From an optimization exercise on the open Yosys and OpenROAD flow, aimed at small area; shortcuts taken in it are not production practice. Function was checked by simulation only, so behaviour that the tests miss may differ from the original. Power is estimated from default activity; no workload was simulated.

==> inputs of exp/pepper <==
==> flow/design.v <==
package auc_pkg;
  localparam int AUC_WIDTH = 256;
  localparam int AUC_BUS   = 32;
  localparam int AUC_DEPTH = 4;
  localparam int AUC_BEATS = AUC_WIDTH / AUC_BUS;
  localparam logic [2:0] MODE_RAND = 3'b000;
  localparam logic [2:0] MODE_INVS = 3'b001;
  localparam logic [2:0] MODE_R    = 3'b010;
  localparam logic [2:0] MODE_S    = 3'b011;
  localparam logic [2:0] MODE_MMUL = 3'b101;
endpackage
module auc_wbuf
#(
  parameter int WIDTH = auc_pkg::AUC_WIDTH,
  parameter int BUS   = auc_pkg::AUC_BUS,
  parameter int DEPTH = auc_pkg::AUC_DEPTH
) (
  input  logic                  clk,
  input  logic [WIDTH/BUS-1:0]  col_en,
  input  logic [BUS-1:0]        beat_dat,
  output logic [WIDTH-1:0]      row0_n,
  output logic [WIDTH-1:0]      row2_n
);
  localparam int NB = WIDTH / BUS;
  logic [WIDTH-1:0] row0_q, row1_q, row2_q, row3_q;
  always_ff @(posedge clk) begin
    for (int j = 0; j < NB; j++) begin
      if (col_en[j]) begin
        row0_q[j*BUS +: BUS] <= row1_q[j*BUS +: BUS];
        row1_q[j*BUS +: BUS] <= row2_q[j*BUS +: BUS];
        row2_q[j*BUS +: BUS] <= row3_q[j*BUS +: BUS];
        row3_q[j*BUS +: BUS] <= ~beat_dat;
      end
    end
  end
  assign row0_n = row0_q;
  assign row2_n = row2_q;
endmodule
module auc_loader
#(
  parameter int WIDTH = auc_pkg::AUC_WIDTH,
  parameter int BUS   = auc_pkg::AUC_BUS,
  parameter int DEPTH = auc_pkg::AUC_DEPTH
) (
  input  logic             clk,
  input  logic             rst,
  input  logic             host_wr,
  input  logic [BUS-1:0]   host_wdat,
  output logic             host_rdy,
  input  logic             host_cmd_vld,
  input  logic [2:0]       host_cmd_mode,
  output logic             host_cmd_rdy,
  input  logic             core_busy,
  output logic [WIDTH-1:0] auc_dat,
  output logic             auc_start,
  output logic [2:0]       auc_mode,
  output logic             ldr_busy,
  output logic             ldr_err
);
  localparam int NB = WIDTH / BUS;
  logic       busy_q;
  logic [2:0] bcnt_q;
  logic [2:0] wcnt_q;
  logic [2:0] mode_q;
  logic       err_q;
  logic       beat_en, cmd_fire, cmd_ok, legal;
  logic [2:0] nwords;
  logic [2:0] blen;
  logic [NB-1:0]    col_en;
  logic [WIDTH-1:0] row0_n, row2_n;
  logic       sel4_n, sel2_n;
  assign host_rdy     = !busy_q && !wcnt_q[2] && !host_cmd_vld;
  assign host_cmd_rdy = !busy_q && (bcnt_q == 3'd0) && !core_busy;
  assign beat_en  = host_wr && host_rdy;
  assign cmd_fire = host_cmd_vld && host_cmd_rdy;
  always_comb begin
    legal  = 1'b1;
    nwords = 3'd0;
    blen   = 3'd2;
    case (host_cmd_mode)
      auc_pkg::MODE_RAND,
      auc_pkg::MODE_INVS,
      auc_pkg::MODE_R:    begin nwords = 3'd0; blen = 3'd2; end
      auc_pkg::MODE_S:    begin nwords = 3'd2; blen = 3'd3; end
      auc_pkg::MODE_MMUL: begin nwords = 3'd4; blen = 3'd5; end
      default:            legal = 1'b0;
    endcase
  end
  assign cmd_ok = legal && (wcnt_q == nwords);
  always_ff @(posedge clk or negedge rst) begin
    if (!rst) begin
      busy_q <= 1'b0;
      bcnt_q <= 3'd0;
      wcnt_q <= 3'd0;
      mode_q <= 3'b000;
      err_q  <= 1'b0;
    end else if (busy_q) begin
      if (bcnt_q == 3'd0) busy_q <= 1'b0;
      else                bcnt_q <= bcnt_q - 3'd1;
    end else if (cmd_fire) begin
      err_q  <= !cmd_ok;
      wcnt_q <= 3'd0;
      if (cmd_ok) begin
        busy_q <= 1'b1;
        bcnt_q <= blen;
        mode_q <= host_cmd_mode;
      end
    end else if (beat_en) begin
      bcnt_q <= bcnt_q + 3'd1;
      if (bcnt_q == 3'd7) wcnt_q <= wcnt_q + 3'd1;
    end
  end
  for (genvar j = 0; j < NB; j++) begin : g_en
    assign col_en[j] = busy_q || (beat_en && bcnt_q == 3'(j));
  end
  auc_wbuf #(
    .WIDTH (WIDTH),
    .BUS   (BUS),
    .DEPTH (DEPTH)
  ) u_wbuf (
    .clk      (clk),
    .col_en   (col_en),
    .beat_dat (host_wdat),
    .row0_n   (row0_n),
    .row2_n   (row2_n)
  );
  assign sel4_n = !mode_q[2];
  assign sel2_n = !(mode_q[1] && mode_q[0]);
  assign auc_dat = ~((WIDTH'({WIDTH{sel4_n}}) | row0_n) &
                     (WIDTH'({WIDTH{sel2_n}}) | row2_n));
  assign auc_start = busy_q && (bcnt_q >= 3'd2);
  assign ldr_busy  = busy_q;
  assign auc_mode  = mode_q;
  assign ldr_err   = err_q;
endmodule
==> flow/flow/run.sh <==
#!/bin/bash
set -uo pipefail
cts_args=$(cat flow/cts_args.txt)
cat >> config.mk <<EOC
export BUFFER_PORTS_ARGS = -buffer_cell sky130_fd_sc_hd__buf_1
export CTS_ARGS = ${cts_args}
EOC
cp config.mk config_used.log
bash standard.sh > standard.log 2>&1
==> flow/flow/cts_args.txt <==
-sink_clustering_enable -repair_clock_nets -sink_clustering_size 20 -sink_clustering_max_diameter 50 -buf_list sky130_fd_sc_hd__clkbuf_8 -dont_use_dummy_load
==> flow/standard.sh <==
#!/bin/bash
# synth_recipe.tcl (not shown) runs the flow's synth.tcl, then flattens the netlist and writes it again
# the make line also repeats each setting of config.mk as NAME=value (left out here)
make -C /OpenROAD-flow-scripts/flow DESIGN_CONFIG=/design/flow/config.mk WORK_HOME=/design/flow/orfs CLKGATE_MAP_FILE= SYNTH_SCRIPT=/design/flow/synth_recipe.tcl "${@:-finish}"
==> flow/config.mk <==
export PLATFORM = sky130hd
export DESIGN_NAME = auc_loader
export DESIGN_NICKNAME = auc_loader
export VERILOG_FILES = /design/flow/design.v
export SDC_FILE = /design/flow/constraint.sdc
export NUM_CORES = 4
export LEC_CHECK = 0
export CAP_MARGIN = 0
export CORE_MARGIN = 2
export CORE_UTILIZATION = 75
export SLEW_MARGIN = 0
export BUFFER_PORTS_ARGS = -buffer_cell sky130_fd_sc_hd__buf_1
export CTS_ARGS = -sink_clustering_enable -repair_clock_nets -sink_clustering_size 20 -sink_clustering_max_diameter 50 -buf_list sky130_fd_sc_hd__clkbuf_8 -dont_use_dummy_load
==> flow/constraint.sdc <==
create_clock -name core_clock -period 4.0 [get_ports {clk}]
set_input_delay 0.8000 -clock core_clock [delete_from_list [all_inputs] [get_ports {clk}]]
set_output_delay 0.8000 -clock core_clock [all_outputs]
set_load 0.01 [all_outputs]
==> exp/quartz: changes against exp/pepper <==
==> flow/run.sh (new file) <==
#!/bin/bash
# synth_recipe.tcl (not shown) runs the flow's synth.tcl, then flattens the netlist and writes it again
# the make line also repeats each setting of config.mk as NAME=value (left out here)
make -C /OpenROAD-flow-scripts/flow DESIGN_CONFIG=/design/flow/config.mk WORK_HOME=/design/flow/orfs CLKGATE_MAP_FILE= SYNTH_SCRIPT=/design/flow/synth_recipe.tcl finish
- BUFFER_PORTS_ARGS: -buffer_cell sky130_fd_sc_hd__buf_1 -> unset
- CAP_MARGIN: 0 -> 20
- CORE_UTILIZATION: 75 -> 60
- CTS_ARGS: -sink_clustering_enable -repair_clock_nets -sink_clustering_size 20 -sink_clustering_max_diameter 50 -buf_list sky130_fd_sc_hd__clkbuf_8 -dont_use_dummy_load -> unset
- SLEW_MARGIN: 0 -> 20
removed: flow/flow/run.sh
removed: flow/flow/cts_args.txt
removed: flow/standard.sh
==> comparison <==
- First-iteration DRC count: exp/quartz is smaller than exp/pepper (21%).
- In exp/pepper the clock skew is higher than in exp/quartz, by 41 ps.
- Between exp/pepper and exp/quartz, the lower die area is in exp/pepper (gap 20%, measured against exp/quartz).
- In exp/quartz the worst setup slack is lower than in exp/pepper, by 210 ps.
- Against exp/pepper, the final cell count of exp/quartz is higher by about 11%.
- In critical path depth, exp/quartz and exp/pepper do not differ.
- Against exp/quartz, the combinational power of exp/pepper is lower by about 22%.
==> figures <==
Status: exp/pepper no timing/DRC/antenna violations; exp/quartz no timing/DRC/antenna violations
Fraction of power consumed by sequential logic: exp/pepper 63.5%; exp/quartz 51.1%
Number of fillers in the final layout: exp/pepper 1990; exp/quartz 3166
Internal cell power: exp/pepper 19.5 mW; exp/quartz 25.1 mW
Period utilization: exp/pepper 83.5%; exp/quartz 88.7%
Power dissipated in combinational cells: exp/pepper 6.01 mW; exp/quartz 7.70 mW
Total global-route track usage: exp/pepper 26.5%; exp/quartz 22.3%
Multi-input combinational area share: exp/pepper 6.03%; exp/quartz 5.36%
Die span in x: exp/pepper 215 µm; exp/quartz 240 µm
Net switching power of the design: exp/pepper 8.42 mW; exp/quartz 9.37 mW
Sequential fraction of total cell area: exp/pepper 85.0%; exp/quartz 75.6%
Clock transition at the registers of the reported paths: exp/pepper 110 ps; exp/quartz 60 ps
CP Launch Point: exp/pepper mode_q[0]; exp/quartz mode_q[1]
Total power per unit cell area: exp/pepper 764 nW/µm²; exp/quartz 841 nW/µm²
Number of vias after detailed routing: exp/pepper 15000; exp/quartz 15100
Skew-Pair Late Insertion Delay: exp/pepper 710 ps; exp/quartz 620 ps

[re-timing with driven ports]
The results above use ideal ports. As a check the final layouts listed here were re-extracted and re-timed, cells and wires unchanged.
Step 1 assumes that a clkbuf_16 drives the clock port and a buf_2 every other input.
Step 2 adds t to the input delays and takes it off the output delays; t is the mean of the earliest and latest rising clock arrival at the registers after step 1. Input paths then give back, and output paths get back, about the clock's delay inside the block.
Three values: no drivers, after step 1, after step 2; two values: the first two.
run	shift t [ns]	setup slack, ns	clock arrival spread, ns	slew at the worst register clock pin (ns)	cell pins on the clock port's net
exp/pepper	0.734	0.661 / 0.605 / 1.025	0.065 / 0.065	0.12 / 0.12	1
exp/quartz	0.676	0.451 / 0.391 / 0.563	0.016 / 0.016	0.07 / 0.07	1
After both steps setup and hold are still met in every run listed.
